What follows belongs to an exercise in optimizing a design on an open flow for small area; a production flow would make more cautious choices. Only simulation tests tie the RTL to the original design; equivalence was not proved. Power is estimated from default activity; no workload was simulated.

==> flow/design.v <==
module bank_htu #(
  parameter int NUM_WAYS = 2
) (
  input  logic        clk_i,
  input  logic        rst_i,
  input  logic        wb_cyc_i,
  input  logic        wb_stb_i,
  input  logic        wb_we_i,
  input  logic [31:0] wb_adr_i,
  input  logic [31:0] wb_dat_i,
  output logic [31:0] wb_dat_o,
  output logic        wb_ack_o
);
  localparam int NL = 32;
  logic        ack_q;
  logic [7:0]  res_q;      
  logic [21:0] tag_q   [NL];
  logic [2:0]  code_q  [NL];
  logic [NL-1:0] valid_q;
  logic [15:0] rr_q;
  logic [21:0] tag_in;
  logic [3:0]  set_idx;
  logic        half;
  logic [1:0]  op;
  logic        cmd_req;
  logic        cmd;
  assign tag_in  = wb_adr_i[31:10];
  assign set_idx = wb_adr_i[9:6];
  assign half    = wb_adr_i[5];
  assign op      = wb_dat_i[1:0];
  assign cmd_req = wb_cyc_i & wb_stb_i & ~ack_q;
  assign cmd     = cmd_req & wb_we_i;
  logic [15:0] set_oh;
  always_comb begin
    for (int s = 0; s < 16; s++) set_oh[s] = (set_idx == 4'(s));
  end
  logic [21:0] tag0, tag1;
  logic [2:0]  code0, code1;
  logic        v0, v1, rr;
  always_comb begin
    tag0  = '0; tag1  = '0;
    code0 = '0; code1 = '0;
    v0    = 1'b0; v1  = 1'b0;
    rr    = 1'b0;
    for (int s = 0; s < 16; s++) begin
      tag0  = tag0  | ({22{set_oh[s]}} & tag_q[2*s]);
      tag1  = tag1  | ({22{set_oh[s]}} & tag_q[2*s+1]);
      code0 = code0 | ({3{set_oh[s]}}  & code_q[2*s]);
      code1 = code1 | ({3{set_oh[s]}}  & code_q[2*s+1]);
      v0    = v0    | (set_oh[s] & valid_q[2*s]);
      v1    = v1    | (set_oh[s] & valid_q[2*s+1]);
      rr    = rr    | (set_oh[s] & rr_q[s]);
    end
  end
  logic hit0, hit1, hit, alloc, victim, way, touch;
  logic [2:0] code_sel;
  logic       v_sel;
  logic       hv0, hv1, d0, d1;        
  logic       nv0, nv1, nd0, nd1;      
  logic       nvalid;
  logic [2:0] ncode;
  logic       vdirty;
  assign hit0   = v0 & (tag0 == tag_in);
  assign hit1   = v1 & (tag1 == tag_in);
  assign hit    = hit0 | hit1;
  assign alloc  = ~op[1] & ~hit;
  assign victim = v0 & (~v1 | rr);
  assign way    = hit ? hit1 : (alloc & victim);
  assign touch  = hit | alloc;
  assign code_sel = way ? code1 : code0;
  assign v_sel    = way ? v1 : v0;
  assign hv0 = code_sel[2] | ~code_sel[1];
  assign hv1 = code_sel[2] |  code_sel[1];
  assign d0  = code_sel[2] ? code_sel[1] : (~code_sel[1] & code_sel[0]);
  assign d1  = code_sel[2] ? code_sel[0] : ( code_sel[1] & code_sel[0]);
  assign vdirty = alloc & v_sel & (d0 | d1);
  always_comb begin
    nv0 = hv0; nd0 = d0;
    nv1 = hv1; nd1 = d1;
    nvalid = 1'b1;
    if (alloc) begin
      nv0 = ~half; nd0 = ~half & op[0];
      nv1 =  half; nd1 =  half & op[0];
    end
    else begin
      case (op)
        2'd0: begin  
          if (half) nv1 = 1'b1; else nv0 = 1'b1;
        end
        2'd1: begin  
          if (half) begin nv1 = 1'b1; nd1 = 1'b1; end
          else      begin nv0 = 1'b1; nd0 = 1'b1; end
        end
        2'd2: begin  
          nd0 = 1'b0; nd1 = 1'b0;
        end
        default: begin  
          nv0 = 1'b0; nd0 = 1'b0;
          nv1 = 1'b0; nd1 = 1'b0;
          nvalid = 1'b0;
        end
      endcase
    end
  end
  assign ncode[2] = nv0 & nv1;
  assign ncode[1] = (nv0 & nv1) ? nd0 : nv1;
  assign ncode[0] = nv0 ? (nv1 ? nd1 : nd0) : nd1;
  logic [7:0] res_d;
  assign res_d[0] = hit;
  assign res_d[1] = way;
  assign res_d[2] = alloc;
  assign res_d[3] = vdirty;
  assign res_d[5:4] = touch ? {nd0, nv0 & ~nd0} : 2'b00;
  assign res_d[7:6] = touch ? {nd1, nv1 & ~nd1} : 2'b00;
  logic [NL-1:0] we;
  logic [1:0]    wsel;
  assign wsel = {touch & way, touch & ~way};
  always_comb begin
    for (int l = 0; l < NL; l++) we[l] = cmd & set_oh[l/2] & wsel[l%2];
  end
  for (genvar l = 0; l < NL; l++) begin : g_line
    always_ff @(posedge clk_i) begin
      tag_q[l]  <= (tag_q[l]  & {22{~we[l]}}) | (tag_in & {22{we[l]}});
      code_q[l] <= (code_q[l] & {3{~we[l]}})  | (ncode  & {3{we[l]}});
    end
    always_ff @(posedge clk_i or posedge rst_i) begin
      if (rst_i) valid_q[l] <= 1'b0;
      else       valid_q[l] <= (valid_q[l] & ~we[l]) | (nvalid & we[l]);
    end
  end
  logic rr_adv;
  assign rr_adv = cmd & alloc & v0 & v1;
  always_ff @(posedge clk_i or posedge rst_i) begin
    if (rst_i) rr_q <= '0;
    else       rr_q <= rr_q ^ (set_oh & {16{rr_adv}});
  end
  always_ff @(posedge clk_i or posedge rst_i) begin
    if (rst_i) begin
      ack_q <= 1'b0;
      res_q <= '0;
    end
    else begin
      ack_q <= cmd_req;
      res_q <= (res_q & {8{~cmd}}) | (res_d & {8{cmd}});
    end
  end
  assign wb_ack_o = ack_q;
  assign wb_dat_o = {23'd0, res_q[7:4], res_q[3], res_q[2], 1'b0, res_q[1], res_q[0]};
endmodule
make LEC_CHECK=0 ABC_AREA=1 CAP_MARGIN=20 CORE_MARGIN=2 CORE_UTILIZATION=40 SLEW_MARGIN=20 finish   # period 5.0 ns
run.sh (not shown) runs the stock make flow with config.mk's settings and CLKGATE_MAP_FILE= SYNTH_SCRIPT=/design/flow/synth_recipe.tcl, a recipe that flattens the netlist after the stock synthesis.
Next try:
--- a/flow/design.v
+++ b/flow/design.v
@@ -117,13 +117,15 @@
   assign wsel = {touch & way, touch & ~way};
   always_comb begin
     for (int l = 0; l < NL; l++) we[l] = cmd & set_oh[l/2] & wsel[l%2];
   end
   for (genvar l = 0; l < NL; l++) begin : g_line
+    logic keep;
+    assign keep = valid_q[l] & ~we[l];
     always_ff @(posedge clk_i) begin
-      tag_q[l]  <= (tag_q[l]  & {22{~we[l]}}) | (tag_in & {22{we[l]}});
-      code_q[l] <= (code_q[l] & {3{~we[l]}})  | (ncode  & {3{we[l]}});
+      tag_q[l]  <= (tag_q[l]  & {22{keep}}) | (tag_in & {22{we[l]}});
+      code_q[l] <= (code_q[l] & {3{keep}})  | (ncode  & {3{we[l]}});
     end
     always_ff @(posedge clk_i or posedge rst_i) begin
       if (rst_i) valid_q[l] <= 1'b0;
       else       valid_q[l] <= (valid_q[l] & ~we[l]) | (nvalid & we[l]);
     end
Result: The new run completed without violations; non-clock buffer count increases by 98; clock power increases by roughly a tenth; worst setup slack improved by 44 ps; sequential power decreases by roughly a tenth; wire length increases by well over a third; via count increases by well over a third; worst hold slack improved by 10 ps; sequential cell count is unchanged; clock-buffer cell count increases by 27; clock skew increases by 9.5 ps; cell area increases slightly; critical path depth increases by 3.

==> afterwards: timing with drivers on the ports <==
Ports are ideal in the flow. The routed layouts listed here were re-timed in OpenROAD.
Step 1 sets driving cells, clkbuf_16 on the clock port and buf_2 on the other inputs (assumed; they add their load-dependent delay and slew).
Step 2 times the ports against the registers' clock, not the clock port: input delays grow and output delays shrink by t, the midpoint of the rising clock arrivals with the driver on.
a / b / c = no drivers / after step 1 / after step 2; a / b = the first two.
| run | t, ns | slack for setup (ns) | hold WS [ns] | worst slew at a driven data input, ns |
|---|---|---|---|---|
| the first run | 0.710 | 0.251 / 0.284 / -0.427 | 0.443 / 0.443 / 0.443 | 0.07 |
| the second run | 0.741 | 0.295 / 0.342 / -0.399 | 0.453 / 0.453 / 0.453 | 0.05 |
With both steps, setup timing fails in the first run and the second run, where it was met with ideal ports. The setup slack of the second run, which loses most, moves by +0.047 ns with the drivers and by -0.694 ns with both steps.
